This design comes from an exercise in tuning for small area, a short achievable clock period and few clock cycles per item on the open sky130 flow, not from production work.
In this exercise RTL edits were held to simulation tests only and were not proved equivalent to the original.
Power and IR drop assume default switching activity.

// flight_interval_timer_core
module flight_interval_timer_core
#(
	parameter int HISTORY_DEPTH = fit_pkg::HISTORY_DEPTH_DEF,
	localparam int IW = $clog2(HISTORY_DEPTH),
	localparam int CW = $clog2(HISTORY_DEPTH + 1)
) (
	input  logic          clk,
	input  logic          arst_n,
	input  logic          in_valid,
	output logic          in_stall,
	input  logic [31:0]   raw_time_ms,
	input  logic          press_timer,
	input  logic          press_aux,
	input  logic [IW-1:0] read_index,
	output logic          out_valid,
	input  logic          out_stall,
	output logic [31:0]   corrected_time,
	output logic          running,
	output logic [CW-1:0] flight_total,
	output logic [CW-1:0] gap_total,
	output logic [CW-1:0] page_start,
	output logic [31:0]   round_begin,
	output logic [31:0]   recorded_ms,
	output logic [1:0]    recorded_kind,
	output logic          store_full,
	output logic [31:0]   read_flight_ms,
	input  logic          cfg_we,
	input  logic [1:0]    cfg_index,
	input  logic [31:0]   cfg_data
);
	localparam int TW = 32 + 2 + IW;
	fit_pkg::cfg_t cfg;
	logic          period_nz;
	logic          vld_s0, vld_sk;
	logic [TW-1:0] tr_s0, tr_sk, tr_in;
	logic          mv0, accept;
	logic [IW-1:0] rpos_s0, tc;
	assign tr_in    = {raw_time_ms, press_timer, press_aux, read_index};
	assign in_stall = vld_sk;
	assign accept   = in_valid && !vld_sk;
	always_ff @(posedge clk or negedge arst_n) begin
		if (!arst_n) begin
			vld_s0 <= 1'b0;
			vld_sk <= 1'b0;
		end else begin
			if (mv0 || !vld_s0) begin
				vld_s0 <= vld_sk || accept;
				vld_sk <= 1'b0;
  ...
export LEC_CHECK = 0
export CAP_MARGIN = 20
export CORE_MARGIN = 2
export CORE_UTILIZATION = 50
export CTS_CLUSTER_DIAMETER = 100
export CTS_CLUSTER_SIZE = 25
export SETUP_SLACK_MARGIN = 3.3
export SLEW_MARGIN = 20
export TNS_END_PERCENT = 5
create_clock -name core_clock -period 7.0 [get_ports {clk}]
run.sh (not shown) runs the stock make flow with config.mk's settings and CLKGATE_MAP_FILE= SYNTH_SCRIPT=/design/flow/synth_recipe.tcl, a recipe that flattens the netlist after the stock synthesis.
The baseline produced a clean layout.
Testbench counts at the start, summed over its fixed seeds: cycles 12,024, items 12,000.
==> next run, changes <==
==> flow/flow/run.sh (new file) <==
#!/bin/bash
# The standard flow (standard synthesis unchanged), with three layout changes:
# port buffers are buf_4 instead of the default pick (a slow delay cell),
# timing repair may resize cells across footprints, and clock tree synthesis
# adds no dummy loads. The make output goes to flow_make.log; each ORFS step
# keeps its own log under orfs/logs.
set -euo pipefail
bash standard.sh \
	MATCH_CELL_FOOTPRINT=0 \
	"BUFFER_PORTS_ARGS=-buffer_cell sky130_fd_sc_hd__buf_4" \
	"CTS_ARGS=-sink_clustering_enable -repair_clock_nets -sink_clustering_size 25 -sink_clustering_max_diameter 100 -dont_use_dummy_load" \
	finish > flow_make.log 2>&1
==> flow/standard.sh (new file) <==
#!/bin/bash
# synth_recipe.tcl (not shown) runs the flow's synth.tcl, then flattens the netlist and writes it again
# the make line also repeats each setting of config.mk as NAME=value (left out here)
make -C /OpenROAD-flow-scripts/flow DESIGN_CONFIG=/design/flow/config.mk WORK_HOME=/design/flow/orfs CLKGATE_MAP_FILE= SYNTH_SCRIPT=/design/flow/synth_recipe.tcl "${@:-finish}"
Settings changed: CORE_UTILIZATION 50 to 57, SETUP_SLACK_MARGIN 3.3 to 4.2.
removed: flow/run.sh
Result:
- wire length went up by 2.1%
- flip-flop and latch count is unchanged
- setup slack improves by 0.50 ns
- core utilization went up by 8.9 points
- cell count went down by 1.7%
- area after synthesis stays the same
- power went up by 2.1%
==> next run, changes <==
==> flow/run.sh (new file) <==
#!/bin/bash
# synth_recipe.tcl (not shown) runs the flow's synth.tcl, then flattens the netlist and writes it again
# the make line also repeats each setting of config.mk as NAME=value (left out here)
make -C /OpenROAD-flow-scripts/flow DESIGN_CONFIG=/design/flow/config.mk WORK_HOME=/design/flow/orfs CLKGATE_MAP_FILE= SYNTH_SCRIPT=/design/flow/synth_recipe.tcl finish
Settings changed: CORE_UTILIZATION 57 to 50, SETUP_SLACK_MARGIN 4.2 to 3.8.
removed: flow/flow/run.sh
removed: flow/standard.sh
The new run completed without violations.
Die area grows by 14%.
Non-clock buffer count shrinks by 6.
Total power is about the same.
Cell area is higher by about 1.2%.
==> next run, changes <==
==> flow/flow/run.sh (new file) <==
#!/bin/bash
# The standard flow (standard synthesis unchanged), with three layout changes:
# port buffers are buf_4 instead of the default pick (a slow delay cell),
# timing repair may resize cells across footprints, and clock tree synthesis
# adds no dummy loads. The make output goes to flow_make.log; each ORFS step
# keeps its own log under orfs/logs.
set -euo pipefail
bash standard.sh \
	MATCH_CELL_FOOTPRINT=0 \
	"BUFFER_PORTS_ARGS=-buffer_cell sky130_fd_sc_hd__buf_4" \
	"CTS_ARGS=-sink_clustering_enable -repair_clock_nets -sink_clustering_size 25 -sink_clustering_max_diameter 100 -dont_use_dummy_load" \
	finish > flow_make.log 2>&1
==> flow/standard.sh (new file) <==
#!/bin/bash
# synth_recipe.tcl (not shown) runs the flow's synth.tcl, then flattens the netlist and writes it again
# the make line also repeats each setting of config.mk as NAME=value (left out here)
make -C /OpenROAD-flow-scripts/flow DESIGN_CONFIG=/design/flow/config.mk WORK_HOME=/design/flow/orfs CLKGATE_MAP_FILE= SYNTH_SCRIPT=/design/flow/synth_recipe.tcl "${@:-finish}"
removed: flow/run.sh
What happened: The new run completed with no timing, DRC or antenna violations; maximum frequency increases by a few percent; wire length shrinks slightly; cell count came out lower slightly.

## separate check: timing with driven ports
How much do the figures lean on ideal ports? The routed layouts below were timed once more, with nothing changed but the port constraints. Step 1 assumes that a clkbuf_16 drives the clock port and a buf_2 every other input. Step 2 moves the port delays by t, midway between the first and last clock arrival at a register: inputs arrive t later, outputs are due t later. That takes back most of the time a late clock gives input paths. Slacks: ideal / step 1 / step 2; pairs: ideal / step 1.
run | t, ns | slack for setup (ns) | hold WS [ns] | worst setup path at the end | worst register clock-pin slew, ns
the first run | 0.910 | 3.099 / 3.099 / 2.461 | 0.338 / 0.338 / 0.338 | input to register | 0.11 / 0.11
the second run | 0.877 | 3.599 / 3.599 / 3.341 | 0.266 / 0.266 / 0.266 | input to register | 0.11 / 0.11
the third run | 0.916 | 3.528 / 3.489 / 3.332 | 0.323 / 0.323 / 0.323 | input to register | 0.11 / 0.11
the fourth run | 0.876 | 3.649 / 3.649 / 2.990 | 0.277 / 0.277 / 0.277 | input to register | 0.11 / 0.11
After both steps every run listed still meets setup and hold. For the fourth run, which loses most, drivers alone change the setup slack by 0.000 ns; drivers and shift together by -0.659 ns.
